This design comes from an exercise in tuning for small area, a short achievable clock period and few clock cycles per item on the open sky130 flow, not from production work.
Where RTL was checked, it was by simulation tests only, not by an equivalence proof against the original.

## fft_dit_top
module fft_dit_top (
   input  logic        clk,
   input  logic        rst_n,
   input  logic [15:0] in_x,
   input  logic        in_nd,
   output logic [15:0] out_x,
   output logic        out_nd,
   output logic        overflow
);
For scale: ~3400 cells after synthesis.
Settings: LEC_CHECK=0, ABC_CLOCK_PERIOD_IN_PS=3500, CAP_MARGIN=20, CORE_MARGIN=2, CORE_UTILIZATION=40, CTS_BUF_LIST=sky130_fd_sc_hd__clkbuf_4, CTS_CLUSTER_SIZE=12, SETUP_SLACK_MARGIN=5, SLEW_MARGIN=20, TNS_END_PERCENT=20; clock period 9.0 ns.
standard.sh (not shown) runs the stock make flow with config.mk's settings and CLKGATE_MAP_FILE= SYNTH_SCRIPT=/design/flow/synth_recipe.tcl, a recipe that flattens the netlist after the stock synthesis.
==> flow/flow/run.sh <==
#!/bin/bash
set -euo pipefail
bash standard.sh SETUP_SLACK_MARGIN=5.5 finish > standard_flow.log 2>&1
Testbench counts at the start, summed over its fixed seeds: cycles 7,040, frames 384.
Then changed:
- CORE_UTILIZATION: 40 -> 60
- CTS_BUF_LIST: sky130_fd_sc_hd__clkbuf_4 -> default
- CTS_CLUSTER_SIZE: 12 -> default
- PLACE_DENSITY: default -> 0.7
- TNS_END_PERCENT: 20 -> default
After rerunning: The new run finished with timing, DRC and antenna clean. Clock skew is lower by 59 ps. Cell count is lower by 12%. Final area is higher by 1.9%. First-iteration DRC count came out higher by 34%. Register-to-register slack is worse by 110 ps. Via count went up by 3.1%. Routed wire length goes up by 10%. Synthesized area does not change. Worst setup slack got worse by 110 ps. Die area decreases by 33%.


the baseline:
fft_dit_top, a different RTL version from the one above (not shown whole).
Size in the first run: ~4000 cells after synthesis, roughly 640 flip-flops, roughly 37 I/O pins.
// fft_dit_top
module fft_dit_top (
   input  logic        clk,
   input  logic        rst_n,
   input  logic [15:0] in_x,
   input  logic        in_nd,
   output logic [15:0] out_x,
   output logic        out_nd,
   output logic        overflow
);
   logic [15:0] x_q;
   logic        v;           
   logic [3:0]  cnt;         
   always_ff @(posedge clk) x_q <= in_x;
   always_ff @(posedge clk or negedge rst_n) begin
      if (!rst_n) begin
         v   <= 1'b0;
         cnt <= '0;
      end else begin
         v <= in_nd;
         if (v) cnt <= cnt + 4'd1;
      end
   end
   logic [15:0] d8 [8];
   logic [15:0] d4 [4];
   logic [15:0] c1s, c1d;
   bf_w0 u_bf0 (.a(d8[7]), .b(x_q), .s(c1s), .d(c1d));
   always_ff @(posedge clk) begin
      if (v) begin
         d8[0] <= cnt[3] ? c1d : x_q;
         for (int n = 1; n < 8; n++) d8[n] <= d8[n-1];
         d4[0] <= c1s;
         for (int n = 1; n < 4; n++) d4[n] <= d4[n-1];
      end
   end
   logic [15:0] g_in [4];
   bf_w0 u_bf1a (.a(d4[3]), .b(c1s), .s(g_in[0]), .d(g_in[2]));
   bf_w4 u_bf1b (.a(d8[3]), .b(c1d), .s(g_in[1]), .d(g_in[3]));
   logic [15:0] y_q [4];
   logic        yv;
   logic [1:0]  yj;
   always_ff @(posedge clk) begin
      for (int k = 0; k < 4; k++) y_q[k] <= g_in[k];
      yj <= cnt[1:0];
   end
   always_ff @(posedge clk or negedge rst_n) begin
      if (!rst_n) yv <= 1'b0;
      else        yv <= v & cnt[3] & cnt[2];
   end
   logic [15:0] ya [4];
   logic [15:0] yb [4];
   logic [15:0] da [4];
   logic [15:0] db [4];
   logic [15:0] s2s [4];
   logic [15:0] s2d [4];
  ...
clock: 9.0 ns
lec_check: 0
cap_margin: 20
core_margin: 2
core_utilization: 40
slew_margin: 20
run.sh (not shown) runs the stock make flow with config.mk's settings and CLKGATE_MAP_FILE= SYNTH_SCRIPT=/design/flow/synth_recipe.tcl, a recipe that flattens the netlist after the stock synthesis.
Stock flow here: none of the scripts above is used.
The baseline: flow completed, timing, DRC and antenna clean
### the baseline -> the candidate
Settings: ABC_CLOCK_PERIOD_IN_PS: unset -> 4500; SETUP_SLACK_MARGIN: unset -> 4.5.
Results
In summary, the candidate completed successfully, with a layout that passed the timing, DRC and antenna checks.
Compared to the baseline, the candidate has met3 track demand over resource in global routing 0.21 points lower.
NOTE: detailed route wirelength on metal3 in the candidate exceeds that of the baseline
Total non-filler cell area in the finished layout went up by a few percent going from the baseline to the candidate.
Final cell count without fillers in the candidate is 2.3% above the baseline.
The higher core utilization of the baseline and the candidate is in the candidate.
Function was not checked in any run of this note: the RTL went through the layout flow alone.


fft_dit_top, a different RTL version from the one above (not shown whole).
Size: roughly 790 flip-flops, ~37 I/O pins, ~0.042 mm² of cells after synthesis.
Settings: LEC_CHECK=0, ABC_CLOCK_PERIOD_IN_PS=3500, CAP_MARGIN=20, CORE_MARGIN=2, CORE_UTILIZATION=40, CTS_BUF_LIST=sky130_fd_sc_hd__clkbuf_4, CTS_CLUSTER_SIZE=12, SETUP_SLACK_MARGIN=5, SLEW_MARGIN=20; clock period 9.0 ns.
standard.sh (not shown) runs the stock make flow with config.mk's settings and CLKGATE_MAP_FILE= SYNTH_SCRIPT=/design/flow/synth_recipe.tcl, a recipe that flattens the netlist after the stock synthesis.
==> flow/flow/run.sh <==
#!/bin/bash
set -euo pipefail
bash standard.sh SETUP_SLACK_MARGIN=5.7 finish > standard_flow.log 2>&1
The first run ran to the end with no violations.
Testbench counts at the start, summed over its fixed seeds: cycles 6,848, frames 384.
Rerun with:
==> flow/flow/run.sh (replaced) <==
#!/bin/bash
set -euo pipefail
bash standard.sh SETUP_SLACK_MARGIN=5.5 finish > standard_flow.log 2>&1
Settings changed: TNS_END_PERCENT set to 20.
Result:
- area after synthesis is unchanged
- routed wire length went down by about 0.7%
- sequential share of layout area climbs by 0.99 points
- core utilization came out lower by 1.1 points
- die area does not change
- final cell count is lower by 0.58%
Rerun with:
Settings changed: CORE_UTILIZATION 40 to 50, TNS_END_PERCENT 20 to unset.
The changed run finished clean.
Cell area went up by 0.75%.
First-iteration DRC count goes up by 3.8%.
Maximum frequency rose by 0.80%.
Routed wire length came out higher by 5.6%.
Worst setup slack improved by 0.029 ns.
Sequential share of layout area came out lower by 0.32 points.
Global-route usage increases by 6.4 points.
Utilization increases by 12 points.
Final cell count decreases by 4.5%.
Register-to-register slack gets worse by 0.06 ns.
Rerun with:
Settings changed: CORE_UTILIZATION 50 to 40.
Effect:
- utilization decreases by 12 points
- worst setup slack improves by 0.091 ns
- first-iteration DRC count falls by a little under a tenth
- cell area is lower slightly
- routed wire length fell by a few percent
- sequential share of layout area grows by 0.23 points
- final cell count rose by a few percent
- maximum frequency is higher by a few percent
- sequential cell count does not change
- non-clock buffer count drops by 12
Rerun with:
Settings changed: ABC_CLOCK_PERIOD_IN_PS 3500 to 2800.
After rerunning: The changed run ran to the end with no violations; setup slack does not change; routed wire length stays the same; worst hold slack does not change.


Another version of the RTL of fft_dit_top (not shown whole).
Size in the first run: roughly 3700 cells after synthesis, about 37 I/O pins, about 40000 um^2 of cells after synthesis.
export LEC_CHECK = 0
export ABC_CLOCK_PERIOD_IN_PS = 4000
export CAP_MARGIN = 20
export CORE_MARGIN = 2
export CORE_UTILIZATION = 40
export SETUP_SLACK_MARGIN = 5
export SLEW_MARGIN = 20
create_clock -name core_clock -period 9.0 [get_ports {clk}]
run.sh (not shown) runs the stock make flow with config.mk's settings and CLKGATE_MAP_FILE= SYNTH_SCRIPT=/design/flow/synth_recipe.tcl, a recipe that flattens the netlist after the stock synthesis.
Stock flow here: none of the scripts above is used.
Testbench counts at the start, summed over its fixed seeds: cycles 6,656, frames 384.
Edit:
--- a/flow/config.mk
+++ b/flow/config.mk
@@ -7,3 +7,2 @@
 export LEC_CHECK = 0
-export ABC_CLOCK_PERIOD_IN_PS = 4000
 export CAP_MARGIN = 20
@@ -11,3 +10,2 @@
 export CORE_UTILIZATION = 40
-export SETUP_SLACK_MARGIN = 5
 export SLEW_MARGIN = 20
The changed run finished with timing, DRC and antenna clean.
Via count shrinks by 5.3%.
Setup slack loses 1.5 ns.
Hold slack stays flat.
Synthesized cell count stays the same.
Die area is unchanged.
Routed wire length shrinks by 7.7%.
Core utilization shrinks by 6.5 points.
Critical path depth shrinks by 3.
Edit:
--- a/flow/config.mk
+++ b/flow/config.mk
@@ -7,2 +7,3 @@
 export LEC_CHECK = 0
+export ABC_CLOCK_PERIOD_IN_PS = 6000
 export CAP_MARGIN = 20
@@ -10,2 +11,3 @@
 export CORE_UTILIZATION = 40
+export SETUP_SLACK_MARGIN = 3
 export SLEW_MARGIN = 20
Effect:
- wire length rose by a few percent
- hold slack gets better by 0.014 ns
- final cell count grows by a few percent


fft_dit_top, a different RTL version from the one above (not shown whole).
Size in the first run: roughly 730 flip-flops, roughly 37 I/O pins, roughly 40,000 sq um of cells after synthesis.
clock: 9.0 ns
lec_check: 0
abc_clock_period_in_ps: 3500
cap_margin: 20
core_margin: 2
core_utilization: 40
setup_slack_margin: 5
slew_margin: 20
standard.sh (not shown) runs the stock make flow with config.mk's settings and CLKGATE_MAP_FILE= SYNTH_SCRIPT=/design/flow/synth_recipe.tcl, a recipe that flattens the netlist after the stock synthesis.
==> flow/flow/run.sh <==
#!/bin/bash
set -euo pipefail
bash standard.sh SETUP_SLACK_MARGIN=5.5 finish > standard_flow.log 2>&1
The baseline went through all stages and came out clean.
Testbench counts at the start, summed over its fixed seeds: cycles 7,040, frames 384.
==> next run, changes <==
==> flow/run.sh (new file) <==
#!/bin/bash
# synth_recipe.tcl (not shown) runs the flow's synth.tcl, then flattens the netlist and writes it again
# the make line also repeats each setting of config.mk as NAME=value (left out here)
make -C /OpenROAD-flow-scripts/flow DESIGN_CONFIG=/design/flow/config.mk WORK_HOME=/design/flow/orfs CLKGATE_MAP_FILE= SYNTH_SCRIPT=/design/flow/synth_recipe.tcl finish
--- a/flow/config.mk
+++ b/flow/config.mk
@@ -11 +11,4 @@
-export CORE_UTILIZATION = 40
+export CORE_UTILIZATION = 60
+export CTS_BUF_LIST = sky130_fd_sc_hd__clkbuf_4 sky130_fd_sc_hd__clkbuf_8
+export CTS_CLUSTER_SIZE = 30
+export PLACE_DENSITY = 0.72
removed: flow/flow/run.sh
removed: flow/standard.sh
Effect:
- The changed run completed without violations
- first-iteration DRC count climbs by 17%
- utilization climbs by 19 points
- synthesized area is unchanged
- final area drops by 6.8%
- setup slack loses 0.12 ns
- global-route usage climbs by 10 points
- clock-buffer cell count climbs by 53
- non-clock buffer count drops by 126
- fmax drops by 3.1%
==> next run, changes <==
--- a/flow/config.mk
+++ b/flow/config.mk
@@ -11,4 +11 @@
-export CORE_UTILIZATION = 60
-export CTS_BUF_LIST = sky130_fd_sc_hd__clkbuf_4 sky130_fd_sc_hd__clkbuf_8
-export CTS_CLUSTER_SIZE = 30
-export PLACE_DENSITY = 0.72
+export CORE_UTILIZATION = 40
What happened:
- The changed run passed the timing, DRC and antenna checks
- worst hold slack gets worse by 0.027 ns
- global-route usage drops by 11 points
- maximum frequency is about the same
- worst setup slack stays flat
- wire length goes down by a few percent
- utilization fell by 22 points
- clock skew fell by 0.014 ns
- register-to-register slack barely changes
- area after synthesis stays the same

what the ideal ports hide:
How much do the figures lean on ideal ports? The routed layouts below were timed once more, with nothing changed but the port constraints.
Step 1 sets driving cells, clkbuf_16 on the clock port and buf_2 on the other inputs (assumed; they add their load-dependent delay and slew).
Step 2 also shifts input and output timing later by t, the mid clock arrival at the registers, as if the neighbouring blocks saw the same clock.
Slacks: ideal / step 1 / step 2; pairs: ideal / step 1.
run | shift t [ns] | slack for setup (ns) | worst data-port slew with drivers (ns) | cell pins on the clock port's net
the first run of note 1 | 1.125 | 5.447 / 5.447 / 4.754 | 0.04 | 1
the second run of note 1 | 0.692 | 5.333 / 5.333 / 4.902 | 0.07 | 1
the baseline | 0.708 | 2.688 / 2.688 / 2.688 | 0.04 | 1
the candidate | 0.708 | 3.578 / 3.578 / 3.578 | 0.05 | 1
the first run of note 3 | 1.103 | 5.326 / 5.326 / 4.658 | 0.05 | 1
the second run of note 3 | 1.139 | 5.286 / 5.220 / 4.655 | 0.04 | 1
the third run of note 3 | 1.166 | 5.315 / 5.315 / 4.680 | 0.07 | 1
the fourth run of note 3 | 1.174 | 5.406 / 5.406 / 4.619 | 0.04 | 1
the fifth run of note 3 | 1.174 | 5.406 / 5.406 / 4.619 | 0.04 | 1
the first run of note 4 | 0.692 | 2.404 / 2.404 / 2.404 | 0.07 | 1
the second run of note 4 | 0.688 | 0.888 / 0.888 / 0.888 | 0.03 | 1
the third run of note 4 | 0.685 | 2.245 / 2.245 / 2.245 | 0.03 | 1
the first run of note 5 | 0.720 | 5.142 / 5.142 / 5.142 | 0.03 | 1
the second run of note 5 | 0.814 | 5.019 / 5.019 / 5.019 | 0.05 | 1
the third run of note 5 | 0.716 | 5.016 / 5.016 / 5.016 | 0.04 | 1
After both steps setup and hold are still met in every run listed.
